From an optimization exercise on the open Yosys and OpenROAD flow, aimed at small area; shortcuts taken in it are not production practice.
Only simulation tests tie the RTL to the original design; equivalence was not proved.
Power is estimated from default activity; no workload was simulated.

==> lagoon <==
==> flow/design.v <==
`default_nettype none
package map_pkg;
    localparam int screen_width = 640;
    localparam int upper_bound  = 20;
    localparam int lower_bound  = 460;
    localparam int scroll_speed = 4;
    localparam int min_width  = 20;
    localparam int max_width  = 80;
    localparam int min_height = 20;
    localparam int max_height = 150;
    localparam int min_gap    = 80;
    localparam int max_gap    = 180;
    localparam int delete_margin = -100;
    localparam int offscreen_x = 700;
    localparam int offscreen_y = 500;
endpackage
`default_nettype wire
`timescale 1ns/100ps
`default_nettype none
module obstacle_generator (
    input  wire        clk,
    input  wire        rst_n,
    output logic [5:0] shape_wr,    
    output logic [8:0] shape_y,     
    output logic [8:0] shape_yd,    
    output logic [5:0] shape_gap    
);
    logic [31:0] lfsr;
    always_ff @(posedge clk or negedge rst_n) begin
        if (!rst_n) lfsr <= 32'h2;
        else        lfsr <= {1'b0, lfsr[31:1]} ^ (lfsr[0] ? 32'h8020_0003 : 32'h0);
    end
    logic [6:0] tw;    
    logic [5:0] wr;    
    logic [7:0] hr;    
    logic [7:0] tg;    
    logic [6:0] gr;    
    logic [8:0] vy;
    logic [9:0] s;     
    always_comb begin
        tw = {5'd0, lfsr[7:6]} + {3'd0, lfsr[7:6], 1'b0} + {1'b0, lfsr[5:0]};
        wr = (tw >= 7'd61) ? 6'(tw - 7'd61) : tw[5:0];
        hr = (lfsr[15:8] >= 8'd131) ? lfsr[15:8] - 8'd131 : lfsr[15:8];
        tg = {1'b0, lfsr[22:16]} + (lfsr[23] ? 8'd27 : 8'd0);
        gr = (tg >= 8'd101) ? 7'(tg - 8'd101) : tg[6:0];
        vy = lfsr[31:23];
        s  = {1'b0, vy} + {2'b0, hr};
        if (s >= 10'd421) shape_y = 9'(s - 10'd401);
        else              shape_y = vy + 9'd20;
        shape_yd = shape_y + 9'(hr) + 9'd20;
        shape_wr  = wr;
        shape_gap = 6'd20 + 6'((gr + 7'd3) >> 2);
    end
endmodule
`default_nettype wire
`timescale 1ns/100ps
`default_nettype none
module obstacle_field #(
    parameter int num_obstacles = 10,
    parameter int score_limit   = 9999
) (
    input  wire                         clk,
    input  wire                         rst_n,
    input  wire  [1:0]                  mode,
    input  wire  [5:0]                  shape_wr,
    input  wire  [8:0]                  shape_y,
    input  wire  [8:0]                  shape_yd,
    input  wire  [5:0]                  shape_gap,
    output logic [num_obstacles*38-1:0] boxes,
    output logic [13:0]                 score
);
    localparam int n = num_obstacles;
    logic       run_q, idle_q;         
    logic [5:0] wait_q;                
    logic [13:0] score_q;
    logic [n-1:0] act_q;
    logic [7:0] pn_q [n];              
    logic [5:0] wr_q [n];              
    logic [8:0] yn_q [n];
    logic [8:0] ydn_q[n];
    logic [n-1:0] spawn;
    logic [n-1:0] del;
    logic [n-1:0] act_d;
    logic [5:0]   wait_d;
    logic         free_seen;
    always_comb begin
        free_seen = 1'b0;
        for (int i = 0; i < n; i++) begin
            spawn[i]  = run_q && wait_q == 6'd0 && !act_q[i] && !free_seen;
            free_seen = free_seen | !act_q[i];
        end
    end
    genvar g;
    generate
        for (g = 0; g < n; g++) begin : slot
            logic       vis;
            logic [7:0] p;       
            logic [8:0] pr;      
            assign p   = ~pn_q[g];
            assign pr  = {p[7] & p[6], p} + 9'd5 + {5'd0, wr_q[g][5:2]};
            assign del[g] = run_q && act_q[g] && $signed(pr) <= -26;
            assign vis = act_q[g] && !(p[7] && (p[6] || p[5]));
            assign boxes[g*38 +: 38] = vis ?
                {p, 2'b00, pr[7:0], wr_q[g][1:0], ~yn_q[g], ~ydn_q[g]} :
                {10'd700, 10'd700, 9'd500, 9'd500};
            assign act_d[g] = idle_q ? 1'b0 : (spawn[g] | (act_q[g] & !del[g]));
            always_ff @(posedge clk) begin
                if (spawn[g]) begin
                    pn_q[g]  <= ~8'd160;
                    wr_q[g]  <= shape_wr;
                    yn_q[g]  <= ~shape_y;
                    ydn_q[g] <= ~shape_yd;
                end else if (run_q) begin
                    pn_q[g]  <= pn_q[g] + 8'd1;
                end
            end
        end
    endgenerate
    always_comb begin
        if (idle_q) begin
            score  = '0;
            wait_d = 6'd20;
        end else if (run_q) begin
            score  = (|del && score_q != 14'(score_limit)) ? score_q + 14'd1 : score_q;
            if (wait_q != 6'd0)  wait_d = wait_q - 6'd1;
            else if (|spawn)     wait_d = shape_gap;
            else                 wait_d = 6'd0;
        end else begin
            score  = score_q;
            wait_d = wait_q;
        end
    end
    always_ff @(posedge clk or negedge rst_n) begin
        if (!rst_n) begin
            run_q   <= 1'b0;
            idle_q  <= 1'b0;
            wait_q  <= 6'd20;
            score_q <= '0;
            act_q   <= '0;
        end else begin
            run_q   <= mode == 2'd1;
            idle_q  <= mode == 2'd0;
            wait_q  <= wait_d;
            score_q <= score;
            act_q   <= act_d;
        end
    end
endmodule
`default_nettype wire
`timescale 1ns/100ps
`default_nettype none
module map #(
    parameter int num_obstacles = 10,
    parameter int score_limit   = 9999
) (
    input  wire                         clk,
    input  wire                         rst_n,
    input  wire  [1:0]                  mode,
    output logic [num_obstacles*38-1:0] boxes,
    output logic [13:0]                 score
);
    logic [5:0] shape_wr;
    logic [8:0] shape_y;
    logic [8:0] shape_yd;
    logic [5:0] shape_gap;
    obstacle_generator u_generator (
        .clk       (clk),
        .rst_n     (rst_n),
        .shape_wr  (shape_wr),
        .shape_y   (shape_y),
        .shape_yd  (shape_yd),
        .shape_gap (shape_gap)
    );
    obstacle_field #(
        .num_obstacles (num_obstacles),
        .score_limit   (score_limit)
    ) u_field (
        .clk       (clk),
        .rst_n     (rst_n),
        .mode      (mode),
        .shape_wr  (shape_wr),
        .shape_y   (shape_y),
        .shape_yd  (shape_yd),
        .shape_gap (shape_gap),
        .boxes     (boxes),
        .score     (score)
    );
endmodule
`default_nettype wire
==> flow/run.sh <==
#!/bin/bash
# synth_recipe.tcl (not shown) runs the flow's synth.tcl, then flattens the netlist and writes it again
# the make line also repeats each setting of config.mk as NAME=value (left out here)
make -C /OpenROAD-flow-scripts/flow DESIGN_CONFIG=/design/flow/config.mk WORK_HOME=/design/flow/orfs CLKGATE_MAP_FILE= SYNTH_SCRIPT=/design/flow/synth_recipe.tcl finish
==> flow/config.mk <==
export PLATFORM = sky130hd
export DESIGN_NAME = map
export DESIGN_NICKNAME = map
export VERILOG_FILES = /design/flow/design.v
export SDC_FILE = /design/flow/constraint.sdc
export NUM_CORES = 4
export LEC_CHECK = 0
export CAP_MARGIN = 20
export CORE_MARGIN = 2
export CORE_UTILIZATION = 40
export SLEW_MARGIN = 20
==> flow/constraint.sdc <==
create_clock -name core_clock -period 100.0 [get_ports {clk}]
set_input_delay 20.0000 -clock core_clock [delete_from_list [all_inputs] [get_ports {clk}]]
set_output_delay 20.0000 -clock core_clock [all_outputs]
set_load 0.01 [all_outputs]
==> inputs of ember, as changes to lagoon <==
--- a/flow/design.v
+++ b/flow/design.v
@@ -32,23 +32,50 @@
     end
-    logic [6:0] tw;    
-    logic [5:0] wr;    
-    logic [7:0] hr;    
-    logic [7:0] tg;    
-    logic [6:0] gr;    
-    logic [8:0] vy;
-    logic [9:0] s;     
-    always_comb begin
-        tw = {5'd0, lfsr[7:6]} + {3'd0, lfsr[7:6], 1'b0} + {1'b0, lfsr[5:0]};
-        wr = (tw >= 7'd61) ? 6'(tw - 7'd61) : tw[5:0];
-        hr = (lfsr[15:8] >= 8'd131) ? lfsr[15:8] - 8'd131 : lfsr[15:8];
-        tg = {1'b0, lfsr[22:16]} + (lfsr[23] ? 8'd27 : 8'd0);
-        gr = (tg >= 8'd101) ? 7'(tg - 8'd101) : tg[6:0];
-        vy = lfsr[31:23];
-        s  = {1'b0, vy} + {2'b0, hr};
-        if (s >= 10'd421) shape_y = 9'(s - 10'd401);
-        else              shape_y = vy + 9'd20;
-        shape_yd = shape_y + 9'(hr) + 9'd20;
-        shape_wr  = wr;
-        shape_gap = 6'd20 + 6'((gr + 7'd3) >> 2);
-    end
+    logic [5:0] wb;
+    logic [1:0] wa;
+    logic       wwrap;
+    logic [2:0] wn;      
+    logic [3:0] w3n;     
+    assign wb = lfsr[5:0];
+    assign wa = lfsr[7:6];
+    always_comb begin
+        case (wa)
+            2'd0: wwrap = wb >= 6'd61;
+            2'd1: wwrap = wb >= 6'd58;
+            2'd2: wwrap = wb >= 6'd55;
+            default: wwrap = wb >= 6'd52;
+        endcase
+        wn = {1'b0, wa} + {2'b0, wwrap};
+        w3n = {1'b0, wn} + {wn, 1'b0};
+    end
+    map_rca #(6) u_w (.a(wb), .b({2'b0, w3n}), .ci(1'b0), .s(shape_wr), .co());
+    logic [7:0] vh;
+    logic       hge;
+    logic [7:0] h;
+    assign vh  = lfsr[15:8];
+    assign hge = vh[7] && vh[6:0] >= 7'd3;
+    map_rca #(8) u_h (.a(vh), .b(hge ? 8'd145 : 8'd20), .ci(1'b0), .s(h), .co());
+    logic [9:0] s;       
+    logic       wrap;
+    logic [8:0] ym;
+    map_rca #(9) u_s (.a(lfsr[31:23]), .b({1'b0, h}), .ci(1'b0), .s(s[8:0]), .co(s[9]));
+    assign wrap = s >= 10'd441;
+    assign ym   = wrap ? s[8:0] : lfsr[31:23];
+    map_rca #(9) u_y  (.a(ym), .b(wrap ? 9'd91 : 9'd20), .ci(1'b0), .s(shape_y), .co());
+    map_rca #(9) u_yd (.a(shape_y), .b({1'b0, h}), .ci(1'b0), .s(shape_yd), .co());
+    logic [6:0] vg;
+    logic       gge;
+    logic [7:0] gc;
+    logic [7:0] ge;
+    assign vg  = lfsr[22:16];
+    assign gge = lfsr[23] ? vg >= 7'd74 : vg >= 7'd101;
+    always_comb begin
+        case ({lfsr[23], gge})
+            2'b00:   gc = 8'd83;
+            2'b01:   gc = 8'd238;
+            2'b10:   gc = 8'd110;
+            default: gc = 8'd9;
+        endcase
+    end
+    map_rca #(8) u_ge (.a({1'b0, vg}), .b(gc), .ci(1'b0), .s(ge), .co());
+    assign shape_gap = ge[7:2];
 endmodule
@@ -72,2 +99,3 @@
     localparam int n = num_obstacles;
+    localparam logic [13:0] limit = 14'(score_limit);
     logic       run_q, idle_q;         
@@ -97,5 +125,9 @@
             logic [7:0] p;       
+            logic [7:0] pn_inc;
+            logic [4:0] k;       
             logic [8:0] pr;      
-            assign p   = ~pn_q[g];
-            assign pr  = {p[7] & p[6], p} + 9'd5 + {5'd0, wr_q[g][5:2]};
+            assign p = ~pn_q[g];
+            assign k = {1'b0, wr_q[g][5:2]} + 5'd5;
+            map_rca #(9) u_pr (.a({p[7] & p[6], p}), .b({4'd0, k}), .ci(1'b0), .s(pr), .co());
+            map_rca #(8) u_pn (.a(pn_q[g]), .b(8'd0), .ci(run_q), .s(pn_inc), .co());
             assign del[g] = run_q && act_q[g] && $signed(pr) <= -26;
@@ -108,3 +140,2 @@
                 if (spawn[g]) begin
-                    pn_q[g]  <= ~8'd160;
                     wr_q[g]  <= shape_wr;
@@ -112,5 +143,4 @@
                     ydn_q[g] <= ~shape_yd;
-                end else if (run_q) begin
-                    pn_q[g]  <= pn_q[g] + 8'd1;
                 end
+                pn_q[g] <= spawn[g] ? ~8'd160 : pn_inc;
             end
@@ -123,6 +153,4 @@
         end else if (run_q) begin
-            score  = (|del && score_q != 14'(score_limit)) ? score_q + 14'd1 : score_q;
-            if (wait_q != 6'd0)  wait_d = wait_q - 6'd1;
-            else if (|spawn)     wait_d = shape_gap;
-            else                 wait_d = 6'd0;
+            score  = (|del && !(&(score_q | ~limit))) ? score_q + 14'd1 : score_q;
+            wait_d = (wait_q != 6'd0) ? wait_q - 6'd1 : shape_gap;
         end else begin
@@ -134,14 +162,36 @@
         if (!rst_n) begin
-            run_q   <= 1'b0;
-            idle_q  <= 1'b0;
-            wait_q  <= 6'd20;
-            score_q <= '0;
-            act_q   <= '0;
+            run_q  <= 1'b0;
+            idle_q <= 1'b1;
+            act_q  <= '0;
         end else begin
-            run_q   <= mode == 2'd1;
-            idle_q  <= mode == 2'd0;
-            wait_q  <= wait_d;
-            score_q <= score;
-            act_q   <= act_d;
-        end
+            run_q  <= mode == 2'd1;
+            idle_q <= mode == 2'd0;
+            act_q  <= act_d;
+        end
+    end
+    always_ff @(posedge clk) begin
+        wait_q  <= wait_d;
+        score_q <= score;
+    end
+endmodule
+`default_nettype wire
+`timescale 1ns/100ps
+`default_nettype none
+module map_rca #(
+    parameter int W = 8
+) (
+    input  wire  [W-1:0] a,
+    input  wire  [W-1:0] b,
+    input  wire          ci,
+    output logic [W-1:0] s,
+    output logic         co
+);
+    logic [W:0] c;
+    always_comb begin
+        c[0] = ci;
+        for (int i = 0; i < W; i++) begin
+            s[i]   = a[i] ^ b[i] ^ c[i];
+            c[i+1] = (a[i] & b[i]) | (a[i] & c[i]) | (b[i] & c[i]);
+        end
+        co = c[W];
     end
==> flow/flow/run.sh (new file) <==
#!/bin/bash
# Standard ORFS layout (the standard.sh and its synthesis script) with
# changes that only affect area:
#  - synthesis maps the logic with an area-oriented ABC script
#    (flow/abc_area.script) in place of ORFS's speed script; everything else
#    in synthesis, the registers included, is the standard one;
#  - port buffers use the smallest buffer (buf_1) instead of the default
#    delay-buffer cell; every input and output port still gets a buffer;
#  - CTS builds the tree from clkbuf_4 cells in small clusters, without dummy loads.
# Each step's full output goes to a log file in this folder.
set -euo pipefail
here=$(pwd)
rm -rf "$here/scripts_area"
cp -r "$FLOW_HOME/scripts" "$here/scripts_area"
cp "$here/flow/abc_area.script" "$here/scripts_area/abc_speed.script"
export BUFFER_PORTS_ARGS="-buffer_cell sky130_fd_sc_hd__buf_1"
export CTS_ARGS="-sink_clustering_enable -repair_clock_nets -sink_clustering_size 10 -sink_clustering_max_diameter 40 -buf_list sky130_fd_sc_hd__clkbuf_4 -dont_use_dummy_load"
bash ./standard.sh synth SCRIPTS_DIR="$here/scripts_area" > synth.log 2>&1 || { tail -50 synth.log; exit 1; }
bash ./standard.sh finish > layout.log 2>&1 || { tail -50 layout.log; exit 1; }
tail -5 layout.log
==> flow/flow/abc_area.script (new file) <==
strash
ifraig
scorr
dc2
strash
&get -n
&dch -f
&nf -R 1000
&put
strash
dc2
&get -n
&dch -f
&nf -R 1000
&put
topo
==> flow/standard.sh (new file) <==
#!/bin/bash
# synth_recipe.tcl (not shown) runs the flow's synth.tcl, then flattens the netlist and writes it again
# the make line also repeats each setting of config.mk as NAME=value (left out here)
make -C /OpenROAD-flow-scripts/flow DESIGN_CONFIG=/design/flow/config.mk WORK_HOME=/design/flow/orfs CLKGATE_MAP_FILE= SYNTH_SCRIPT=/design/flow/synth_recipe.tcl "${@:-finish}"
removed: flow/run.sh
==> comparison table <==
|  | lagoon | ember |
|---|---|---|
| Average detailed-routed wire length per instance | 20.3 um | 20.6 um |
| Met2 Resource Use GR | 37.4% | 37.1% |
| Utilization after layout | 52.7% | 46.9% |
| End point of the critical path | score[5] | score[13] |
| Slowest cell on crit path | sky130_fd_sc_hd__a211oi_1 | sky130_fd_sc_hd__or3_1 |
| Router iterations before antenna repair | 6 | 5 |
| Leak | 10.8 nW | 7.97 nW |
| Net switching power | 0.153 mW | 0.0981 mW |
| Met1 capacity usage during global routing | 31.1% | 28.9% |
| Outcome | no timing/DRC/antenna violations | no timing/DRC/antenna violations |
| Met3 wire len | 3.90 mm | 3.40 mm |
| Total Wirelength | 60.8 mm | 53.1 mm |
| Initial drt markers | 1088 | 864 |
| Period Utilization, post-route | 24.7% | 26.8% |
| Post-Place Setup Slack | 75.86 ns | 74.06 ns |
| Worst r2r path cells | 28 | 32 |
| Via count normalized by instance count | 5.11 | 5.01 |
| Sequential cell area share | 40.3% | 49.6% |
| Number of instances in the synthesized netlist | 1924 | 1522 |

-- port drivers added, routing unchanged --
The flow's constraints put no driver on any port. The routed layouts listed below were extracted and timed again, unchanged, in two steps.
Step 1, drivers: a clkbuf_16 drives clk and a buf_2 each remaining input, both assumed.
Step 2 adds t to the input delays and takes it off the output delays; t is the mean of the earliest and latest rising clock arrival at the registers after step 1. Input paths then give back, and output paths get back, about the clock's delay inside the block.
Slacks: ideal / step 1 / step 2; pairs: ideal / step 1.
run	t (ns)	setup slack, ns	hold slack, ns	worst setup path after step 2	cell pins on the clock port's net
lagoon	0.620	75.303 / 75.246 / 75.866	0.381 / 0.381 / 0.381	register to output	1
ember	0.846	73.209 / 73.159 / 74.005	0.392 / 0.392 / 0.392	register to output	1
After both steps every run listed still meets setup and hold.
